Context: an optimization exercise on an open-source flow, tuned for small area, a short achievable clock period and few clock cycles. The choices shown serve that exercise and are no tape-out recipe.
Function was checked by simulation only, so behaviour that the tests miss may differ from the original.
Power figures rest on the tool's default switching activity, not on a simulated workload.

== yarrow ==
==> module alu, before the edit <==
module alu (
	input  logic [10:0]                        ctl,
	input  logic [isa_pkg::DATA_WIDTH-1:0]     a,
	input  logic [isa_pkg::DATA_WIDTH-1:0]     b,
	output logic [isa_pkg::DATA_WIDTH-1:0]     y
);
	logic        do_sub, s_sum, s_and, s_or, s_xor, s_nor, s_slt, s_sltu, s_sh, left, arith;
	logic        cout;
	logic [31:0] sum;
	logic        lt_signed;
	logic        lt_unsigned;
	logic [31:0] sh_in;
	logic [32:0] sh_wide;
	logic [31:0] sh_out;
	logic [31:0] sh_res;
	assign {do_sub, s_sum, s_and, s_or, s_xor, s_nor, s_slt, s_sltu, s_sh, left, arith} = ctl;
	assign {cout, sum} = {1'b0, a} + {1'b0, b ^ {32{do_sub}}} + {32'd0, do_sub};
	assign lt_unsigned = ~cout;
	assign lt_signed   = (a[31] ^ b[31]) ? a[31] : sum[31];
	function automatic logic [31:0] rev32(input logic [31:0] x);
		for (int i = 0; i < 32; i++) rev32[i] = x[31-i];
	endfunction
	assign sh_in   = left ? rev32(a) : a;
	assign sh_wide = $signed({arith & a[31], sh_in}) >>> b[4:0];
	assign sh_out  = sh_wide[31:0];
	assign sh_res  = left ? rev32(sh_out) : sh_out;
	always_comb begin
		if (s_sum | s_and | s_or | s_xor | s_nor | s_slt | s_sltu | s_sh)
			y = ({32{s_sum}} & sum) | ({32{s_and}} & (a & b)) | ({32{s_or}} & (a | b)) |
			    ({32{s_xor}} & (a ^ b)) | ({32{s_nor}} & ~(a | b)) |
			    {31'd0, (s_slt & lt_signed) | (s_sltu & lt_unsigned)} | ({32{s_sh}} & sh_res);
		else
			y = {b[15:0], 16'd0};
	end
endmodule
==> module execution, before the edit <==
module execution (
	input  logic                     CLK,
	input  logic                     reset,
	input  logic [154:0]             issue,
	input  logic                     issue_req,
	output logic                     issue_ack,
	output logic [119:0]             result,
	output logic                     result_valid
);
	isa_pkg::issue_t                  issue_in;
	assign issue_in = issue;
	logic [31:0]        a_in;
	logic [31:0]        b_in;
	isa_pkg::reg_addr_t dest_in;
	logic [8:0]         diff_in;
	logic               za_in;
	logic               zb_in;
	operand_select operand_select_inst (
		.instr    (issue_in),
		.op1      (a_in),
		.op2      (b_in),
		.dest     (dest_in),
		.exp_diff (diff_in),
		.z1       (za_in),
		.z2       (zb_in)
	);
	logic       ack_r;
	logic       valid_r;
	logic       v_int1;      
	logic       v_int2;      
	logic       v_add1;      
	logic       v_add2;      
	logic       v_add3;      
	logic [3:0] v_mul;       
	logic       busy;
	logic       accept;
	logic       in_fp;
	logic       in_mul;
	assign busy   = v_int1 | v_add1 | v_add2 | (|v_mul[2:0]);
	assign accept = issue_req & ~ack_r & ~busy;
	assign in_fp  = issue_in.is_fp;
	assign in_mul = issue_in.alu_op[1];
	always_ff @(posedge CLK) begin
		if (reset) begin
			ack_r   <= 1'b0;
			valid_r <= 1'b0;
			v_int1  <= 1'b0;
			v_int2  <= 1'b0;
			v_add1  <= 1'b0;
			v_add2  <= 1'b0;
			v_add3  <= 1'b0;
			v_mul   <= '0;
		end else begin
			ack_r   <= issue_req & (ack_r | ~busy);
			v_int1  <= accept & ~in_fp;
			v_int2  <= v_int1;
			v_add1  <= accept & in_fp & ~in_mul;
			v_add2  <= v_add1;
			v_add3  <= v_add2;
			v_mul   <= {v_mul[2:0], accept & in_fp & in_mul};
			valid_r <= v_int2 | v_add3 | v_mul[3];
		end
	end
	assign issue_ack    = ack_r;
	assign result_valid = valid_r;
	isa_pkg::pass_ctrl_t cap_pass;
	logic                cap_fp;
	logic [3:0]          cap_op;
	logic [31:0]         cap_a;
	logic [31:0]         cap_b;
	logic [31:0]         cap_rt;
	isa_pkg::reg_addr_t  cap_dest;
	logic [7:0]          cap_imm8;
	always_ff @(posedge CLK) begin
		if (!busy) begin
			cap_pass <= issue_in.pass;
			cap_fp   <= issue_in.is_fp;
			cap_op   <= issue_in.alu_op;
			cap_a    <= a_in;
			cap_b    <= b_in;
			cap_rt   <= issue_in.rt_val;
			cap_dest <= dest_in;
			cap_imm8 <= issue_in.imm16[7:0];
		end
	end
	logic [10:0] ctl_in;
	logic [10:0] cap_ctl;
	alu_decode alu_decode_inst (
		.op  (issue_in.alu_op),
		.ctl (ctl_in)
	);
	always_ff @(posedge CLK) begin
		cap_ctl <= ctl_in;
	end
	logic [8:0] cap_diff;
	logic       cap_za;
	logic       cap_zb;
	always_ff @(posedge CLK) begin
		cap_diff <= diff_in;
		cap_za   <= za_in;
		cap_zb   <= zb_in;
	end
	logic [31:0] alu_y;
	logic [31:0] add_y;
	logic [31:0] mul_y;
	alu alu_inst (
		.ctl (cap_ctl),
		.a   (cap_a),
		.b   (cap_b),
		.y   (alu_y)
	);
	logic [31:0] alu_r;
	always_ff @(posedge CLK) begin
		alu_r <= alu_y;
	end
	fpu fpu_inst (
		.CLK      (CLK),
		.a        (cap_a),
		.b        (cap_b),
		.is_sub   (cap_op[0]),
		.dab      (cap_diff),
		.za       (cap_za),
		.zb       (cap_zb),
		.b_next   (b_in[7:0]),
		.mul_it   (v_mul[2:0]),
		.add_y    (add_y),
		.mul_y    (mul_y)
	);
	isa_pkg::exec_result_t result_r;
	always_ff @(posedge CLK) begin
		result_r.pass          <= cap_pass;
		result_r.is_fp         <= cap_fp;
		result_r.result        <= ({32{v_int2}} & alu_r) | ({32{v_add3}} & add_y) |
		                          ({32{v_mul[3]}} & mul_y);
		result_r.store_data    <= cap_rt;
		result_r.dest          <= cap_dest;
		result_r.branch_target <= cap_pass.pc1 + cap_imm8;
	end
	assign result = result_r;
endmodule
export LEC_CHECK = 0
export ABC_CLOCK_PERIOD_IN_PS = 3000
export CAP_MARGIN = 20
export CORE_MARGIN = 2
export CORE_UTILIZATION = 70
export SETUP_SLACK_MARGIN = 5
export SLEW_MARGIN = 20
export SYNTH_HIERARCHICAL = 1
export SYNTH_MINIMUM_KEEP_SIZE = 0
create_clock -name core_clock -period 10.0 [get_ports {CLK}]
standard.sh (not shown) runs the stock make flow with config.mk's settings and CLKGATE_MAP_FILE= SYNTH_SCRIPT=/design/flow/synth_recipe.tcl, a recipe that flattens the netlist after the stock synthesis.
==> flow/flow/run.sh <==
#!/bin/bash
# The standard flow's own layout (standard.sh) with two changes: the repair steps aim for a
# 6.3 ns setup margin instead of 5, and the port buffers are buf_2 cells.
set -euo pipefail
s=$(cat standard.sh)
s=${s//SETUP_SLACK_MARGIN=5/SETUP_SLACK_MARGIN=6.3}
s=${s//'"${@:-finish}"'/'"BUFFER_PORTS_ARGS=-buffer_cell sky130_fd_sc_hd__buf_2" "${@:-finish}"'}
printf '%s\n' "$s" > own_standard.sh
bash own_standard.sh > layout.log 2>&1
Testbench counts of yarrow, summed over its fixed seeds: cycles 11,756.
Edits applied to the flow inputs when going from yarrow to zinc:
-- flow/design.v --
<<< yarrow, line 106
	logic [31:0] sh_res;
	assign {do_sub, s_sum, s_and, s_or, s_xor, s_nor, s_slt, s_sltu, s_sh, left, arith} = ctl;
	assign {cout, sum} = {1'b0, a} + {1'b0, b ^ {32{do_sub}}} + {32'd0, do_sub};
	assign lt_unsigned = ~cout;
	assign lt_signed   = (a[31] ^ b[31]) ? a[31] : sum[31];
	function automatic logic [31:0] rev32(input logic [31:0] x);
		for (int i = 0; i < 32; i++) rev32[i] = x[31-i];
>>> zinc, line 106
	logic [31:0] sh_res;
	assign {do_sub, s_sum, s_and, s_or, s_xor, s_nor, s_slt, s_sltu, s_sh, left, arith} = ctl;
	assign {cout, sum} = {1'b0, a} + {1'b0, b} + {32'd0, do_sub};
	assign lt_unsigned = ~cout;
	assign lt_signed   = (a[31] ^ b[31] ^ do_sub) ? a[31] : sum[31];
	function automatic logic [31:0] rev32(input logic [31:0] x);
		for (int i = 0; i < 32; i++) rev32[i] = x[31-i];
<<< yarrow, line 483
	assign issue_ack    = ack_r;
	assign result_valid = valid_r;
	isa_pkg::pass_ctrl_t cap_pass;
	logic                cap_fp;
>>> zinc, line 483
	assign issue_ack    = ack_r;
	assign result_valid = valid_r;
	logic [10:0] ctl_in;
	logic [10:0] cap_ctl;
	alu_decode alu_decode_inst (
		.op  (issue_in.alu_op),
		.ctl (ctl_in)
	);
	always_ff @(posedge CLK) begin
		cap_ctl <= ctl_in;
	end
	isa_pkg::pass_ctrl_t cap_pass;
	logic                cap_fp;
<<< yarrow, line 497
			cap_op   <= issue_in.alu_op;
			cap_a    <= a_in;
			cap_b    <= b_in;
			cap_rt   <= issue_in.rt_val;
			cap_dest <= dest_in;
			cap_imm8 <= issue_in.imm16[7:0];
		end
	end
	logic [10:0] ctl_in;
	logic [10:0] cap_ctl;
	alu_decode alu_decode_inst (
		.op  (issue_in.alu_op),
		.ctl (ctl_in)
	);
	always_ff @(posedge CLK) begin
		cap_ctl <= ctl_in;
	end
	logic [8:0] cap_diff;
>>> zinc, line 506
			cap_op   <= issue_in.alu_op;
			cap_a    <= a_in;
			cap_b    <= b_in ^ {32{ctl_in[10]}};
			cap_rt   <= issue_in.rt_val;
			cap_dest <= dest_in;
			cap_imm8 <= issue_in.imm16[7:0];
		end
	end
	logic [8:0] cap_diff;
Notes after the runs:
- Normalized max-slew margin, zinc and yarrow: lower on zinc
- Maximum number of pins on one net before global-route repair (zinc / yarrow): 1.06
- yarrow and zinc ended up with roughly the same utilization after layout.
- Between zinc and yarrow, the part of the total power dissipated in combinational logic is lower for yarrow.
- Relative to yarrow, relative area change from synthesis to final layout has increased by 0.50 points in zinc.
- Of zinc and yarrow, the higher adder-cell share of the synthesized area belongs to yarrow.
- Diff zinc and yarrow: final critical path time including I/O delays and setup lower in zinc
- Delta (zinc minus yarrow): final worst-path cycle share down 0.24 points; clock network area share climbed 0.17 points.
Testbench counts of zinc, summed over its fixed seeds: cycles 11,756.

static timing again, ports no longer ideal:
How much do the figures lean on ideal ports? The routed layouts below were timed once more, with nothing changed but the port constraints.
Step 1 (the two cells are an assumption about what drives the block):
set clk [get_ports {CLK}]
set_driving_cell -lib_cell sky130_fd_sc_hd__clkbuf_16 $clk
set_driving_cell -lib_cell sky130_fd_sc_hd__buf_2 [delete_from_list [all_inputs] $clk]
Step 2 adds t to the input delays and takes it off the output delays; t is the mean of the earliest and latest rising clock arrival at the registers after step 1. Input paths then give back, and output paths get back, about the clock's delay inside the block.
Slacks: no drivers / after step 1 / after step 2; pairs: no drivers / after step 1.
run	t, ns	slack for setup (ns)	worst data-port slew with drivers (ns)
yarrow	0.697	6.297 / 6.298 / 5.812	0.10
zinc	0.703	6.321 / 6.321 / 5.738	0.09
After both steps every run listed still meets setup and hold. For zinc, which loses most, drivers alone change the setup slack by 0.000 ns; drivers and shift together by -0.583 ns.
